What follows belongs to an exercise in optimizing a design on an open flow for small area and a short achievable clock period; a production flow would make more cautious choices. At most, simulation tests tie the RTL to the original design; equivalence was not proved. Power is estimated from default activity; no workload was simulated.

==> run G: inputs <==
==> flow/design.v (excerpt) <==
module mem_responder #(
    parameter int                ADDR_W    = 9,
    parameter int                DATA_W    = 16,
    parameter int                RAM_WORDS = 256,
    parameter logic [ADDR_W-1:0] LED_ADDR  = mem_pkg::LED_ADDR,
    parameter logic [ADDR_W-1:0] SW_ADDR   = mem_pkg::SW_ADDR
) (
    input  logic              clk,
    input  logic              reset,
    input  logic [1:0]        mem_cmd,
    input  logic [ADDR_W-1:0] mem_addr,
    input  logic [DATA_W-1:0] write_data,
    output logic [DATA_W-1:0] read_data,
    output logic              rd_valid,
    input  logic [7:0]        sw,
    output logic [7:0]        leds,
    output logic              err,
    output logic [ADDR_W-1:0] err_addr
);
Settings: LEC_CHECK=0, CAP_MARGIN=20, CORE_MARGIN=2, CORE_UTILIZATION=72, CTS_BUF_LIST=sky130_fd_sc_hd__clkbuf_8, CTS_CLUSTER_DIAMETER=200, CTS_CLUSTER_SIZE=16, PLACE_DENSITY=0.78, SETUP_SLACK_MARGIN=2.4, SLEW_MARGIN=20, SYNTH_HIERARCHICAL=1, SYNTH_MINIMUM_KEEP_SIZE=0; clock period 5.0 ns.
run.sh (not shown) runs the stock make flow with config.mk's settings and CLKGATE_MAP_FILE= SYNTH_SCRIPT=/design/flow/synth_recipe.tcl, a recipe that flattens the netlist after the stock synthesis.
==> run M (differences from run G) <==
==> flow/design.v (replaced) <==
package mem_pkg;
    typedef enum logic [1:0] {
        MEM_NONE    = 2'b00,
        MEM_WRITE   = 2'b01,
        MEM_READ    = 2'b10,
        MEM_ILLEGAL = 2'b11
    } mem_cmd_t;
    localparam logic [8:0] LED_ADDR = 9'h100;
    localparam logic [8:0] SW_ADDR  = 9'h140;
    typedef enum logic {
        ST_IDLE,
        ST_RESP
    } rsp_state_t;
    typedef enum logic [1:0] {
        RSEL_ZERO,
        RSEL_RAM,
        RSEL_SW
    } rd_sel_t;
endpackage
module ram_aoi22 (
    input  logic a1, a2, b1, b2,
    output logic y
);
    assign y = !((a1 && a2) || (b1 && b2));
endmodule
module ram_nand4 (
    input  logic a, b, c, d,
    output logic y
);
    assign y = !(a && b && c && d);
endmodule
module ram_oai21 (
    input  logic a1, a2, b1,
    output logic y
);
    assign y = !((a1 || a2) && b1);
endmodule
module ram_nor4 (
    input  logic a, b, c, d,
    output logic y
);
    assign y = !(a || b || c || d);
endmodule
module ram_dec4 (
    input  logic [3:0]  a,
    output logic [15:0] y
);
    for (genvar i = 0; i < 16; i++) begin : g_y
        assign y[i] = (a == 4'(i));
    end
endmodule
module ram_rd_bit (
    input  logic [255:0] d,
    input  logic [15:0]  lo,
    input  logic [15:0]  hi,
    output logic         q_n
);
    logic [15:0] w_gn;
    logic [3:0]  w_p;
    for (genvar j = 0; j < 16; j++) begin : g_grp
        logic [7:0] w_y;
        logic [1:0] w_h;
        for (genvar k = 0; k < 8; k++) begin : g_pair
            ram_aoi22 u_aoi (
                .a1 (lo[2*k]),   .a2 (d[16*j + 2*k]),
                .b1 (lo[2*k+1]), .b2 (d[16*j + 2*k + 1]),
                .y  (w_y[k])
            );
        end
        ram_nand4 u_h0 (.a(w_y[0]), .b(w_y[1]), .c(w_y[2]), .d(w_y[3]), .y(w_h[0]));
        ram_nand4 u_h1 (.a(w_y[4]), .b(w_y[5]), .c(w_y[6]), .d(w_y[7]), .y(w_h[1]));
        ram_oai21 u_g (.a1(w_h[0]), .a2(w_h[1]), .b1(hi[j]), .y(w_gn[j]));
    end
    for (genvar q = 0; q < 4; q++) begin : g_quad
        ram_nand4 u_p (.a(w_gn[4*q]), .b(w_gn[4*q+1]), .c(w_gn[4*q+2]), .d(w_gn[4*q+3]),
                       .y(w_p[q]));
    end
    ram_nor4 u_q (.a(w_p[0]), .b(w_p[1]), .c(w_p[2]), .d(w_p[3]), .y(q_n));
endmodule
module ram_sp #(
    parameter int DEPTH = 256,
    parameter int WIDTH = 16,
    parameter int AW    = $clog2(DEPTH)
) (
    input  logic               i_we,
    input  logic [AW-1:0]      i_addr,
    input  logic [DEPTH*WIDTH-1:0] i_mem,
    output logic [DEPTH-1:0]   o_wsel,
    output logic [WIDTH-1:0]   o_rdata
);
    logic [15:0] w_lo;
    logic [15:0] w_hi;
    logic [WIDTH-1:0] w_q_n;
    ram_dec4 u_dlo (.a(i_addr[3:0]), .y(w_lo));
    ram_dec4 u_dhi (.a(i_addr[7:4]), .y(w_hi));
    for (genvar w = 0; w < DEPTH; w++) begin : g_wsel
        assign o_wsel[w] = i_we && w_hi[w/16] && w_lo[w%16];
    end
    for (genvar b = 0; b < WIDTH; b++) begin : g_bit
        logic [255:0] w_d;
        for (genvar w = 0; w < DEPTH; w++) begin : g_w
            assign w_d[w] = i_mem[w*WIDTH + b];
        end
        ram_rd_bit u_rd (.d(w_d), .lo(w_lo), .hi(w_hi), .q_n(w_q_n[b]));
    end
    assign o_rdata = ~w_q_n;
endmodule
module mem_responder #(
    parameter int                ADDR_W    = 9,
    parameter int                DATA_W    = 16,
    parameter int                RAM_WORDS = 256,
    parameter logic [ADDR_W-1:0] LED_ADDR  = mem_pkg::LED_ADDR,
    parameter logic [ADDR_W-1:0] SW_ADDR   = mem_pkg::SW_ADDR
) (
    input  logic              clk,
    input  logic              reset,
    input  logic [1:0]        mem_cmd,
    input  logic [ADDR_W-1:0] mem_addr,
    input  logic [DATA_W-1:0] write_data,
    output logic [DATA_W-1:0] read_data,
    output logic              rd_valid,
    input  logic [7:0]        sw,
    output logic [7:0]        leds,
    output logic              err,
    output logic [ADDR_W-1:0] err_addr
);
    localparam int RAM_AW = $clog2(RAM_WORDS);
    logic              w_in_ram;
    logic              w_is_read;
    logic              w_is_write;
    logic              w_ram_we;
    logic              w_ram_re;
    logic              w_led_we;
    logic              w_sw_re;
    logic              w_bus_err;
    logic [DATA_W-1:0] w_ram_q;
    logic [RAM_WORDS-1:0] w_wsel;
    logic [RAM_WORDS*DATA_W-1:0] w_mem;
    logic [DATA_W-1:0] r_mem [RAM_WORDS];
    logic [DATA_W-1:0] r_rdata;
    logic              r_rd_valid;
    logic [7:0]        r_leds;
    logic              r_err;
    logic [ADDR_W-1:0] r_err_addr;
    logic [7:0]        r_sync1;
    logic [7:0]        r_sync2;
    assign w_in_ram   = !mem_addr[ADDR_W-1];
    assign w_is_read  = (mem_cmd == mem_pkg::MEM_READ);
    assign w_is_write = (mem_cmd == mem_pkg::MEM_WRITE);
    assign w_ram_we   = w_is_write && w_in_ram;
    assign w_ram_re   = w_is_read && w_in_ram;
    assign w_led_we   = w_is_write && (mem_addr == LED_ADDR);
    assign w_sw_re    = w_is_read && (mem_addr == SW_ADDR);
    assign w_bus_err  = (mem_cmd == mem_pkg::MEM_ILLEGAL)
                     || (w_is_write && !w_in_ram && !(mem_addr == LED_ADDR))
                     || (w_is_read && !w_in_ram && !(mem_addr == SW_ADDR));
    ram_sp #(
        .DEPTH (RAM_WORDS),
        .WIDTH (DATA_W),
        .AW    (RAM_AW)
    ) u_ram (
        .i_we    (w_ram_we),
        .i_addr  (mem_addr[RAM_AW-1:0]),
        .i_mem   (w_mem),
        .o_wsel  (w_wsel),
        .o_rdata (w_ram_q)
    );
    for (genvar w = 0; w < RAM_WORDS; w++) begin : g_word
        always_ff @(posedge clk) begin
            if (w_wsel[w])
                r_mem[w] <= write_data;
        end
        assign w_mem[w*DATA_W +: DATA_W] = r_mem[w];
    end
    always_ff @(posedge clk or posedge reset) begin
        if (reset) begin
            r_rdata    <= '0;
            r_rd_valid <= 1'b0;
            r_leds     <= '0;
            r_err      <= 1'b0;
            r_err_addr <= '0;
            r_sync1    <= '0;
            r_sync2    <= '0;
        end else begin
            r_sync1    <= sw;
            r_sync2    <= r_sync1;
            r_rd_valid <= w_is_read;
            if (w_led_we)
                r_leds <= write_data[7:0];
            if (w_ram_re)
                r_rdata <= w_ram_q;
            if (w_sw_re)
                r_rdata <= {{(DATA_W-8){1'b0}}, r_sync2};
            if (w_bus_err && !r_err) begin
                r_err      <= 1'b1;
                r_err_addr <= mem_addr;
            end
        end
    end
    assign read_data = r_rdata;
    assign rd_valid  = r_rd_valid;
    assign leds      = r_leds;
    assign err       = r_err;
    assign err_addr  = r_err_addr;
endmodule
Settings changed: CORE_UTILIZATION 72 to 45, PLACE_DENSITY 0.78 to not set.
==> qor summary <==
	run M	run G
Outcome	finished clean	finished clean
Antenna violations before repair	15	26
Share of the synthesized area in compound gates (AO/OA/AOI/OAI)	17.2%	10.4%
Number of signal-net inverters in the final layout	20	2
Fraction of area in registers	68.8%	74.7%
Final cell area excluding filler cells	181000 µm²	166000 µm²
Critical path data required time	5990 ps	5950 ps
Detailed-route wire length	449 mm	428 mm
Number of detailed-routing iterations run before antenna repair	5	7
CTS Hold Buffers Added	1	0
Total track usage	24.5%	40.0%
WL met2	217 mm	196 mm
Width of the die	597 µm	459 µm
Cells after Synth	7487	7772
Share of layout cells above drive strength 1	41.3%	20.4%
Global-route wire length before repair	629 mm	595 mm
Hold slack	268 ps	224 ps
Net switching power	0.0129 W	0.0115 W
Post-Syn Area	158000 µm²	149000 µm²
Multi-input logic area	34000 µm²	27200 µm²
Share of cell area taken by muxes after synthesis	0.121%	0.175%
Layout Cells excl Fill	13500	11500
Fraction of area in non-clock buffers	6.59%	4.08%
The RTL of run M was laid out without a check of its function.

==> separate check: timing with driven ports <==
No port has a modelled driver above. Below, the same layouts with a new extraction and two added sets of constraints.
Step 1 (the two cells are an assumption about what drives the block):
set clk [get_ports {clk}]
set_driving_cell -lib_cell sky130_fd_sc_hd__clkbuf_16 $clk
set_driving_cell -lib_cell sky130_fd_sc_hd__buf_2 [delete_from_list [all_inputs] $clk]
Step 2 also shifts input and output timing later by t, the mid clock arrival at the registers, as if the neighbouring blocks saw the same clock.
Slacks: ideal ports / drivers / drivers and shift; pairs: ideal ports / drivers.
run	t (ns)	setup slack, ns	hold slack, ns	worst setup path at the end	latest minus earliest clock arrival (ns)
run G	1.163	1.960 / 1.871 / 0.708	0.224 / 0.174 / 0.362	input to register	0.070 / 0.070
run M	1.179	1.627 / 1.669 / 0.491	0.268 / 0.200 / 0.358	input to register	0.081 / 0.081
After both steps setup and hold are still met in every run listed. The setup slack of run G, which loses most, moves by -0.089 ns with the drivers and by -1.252 ns with both steps.
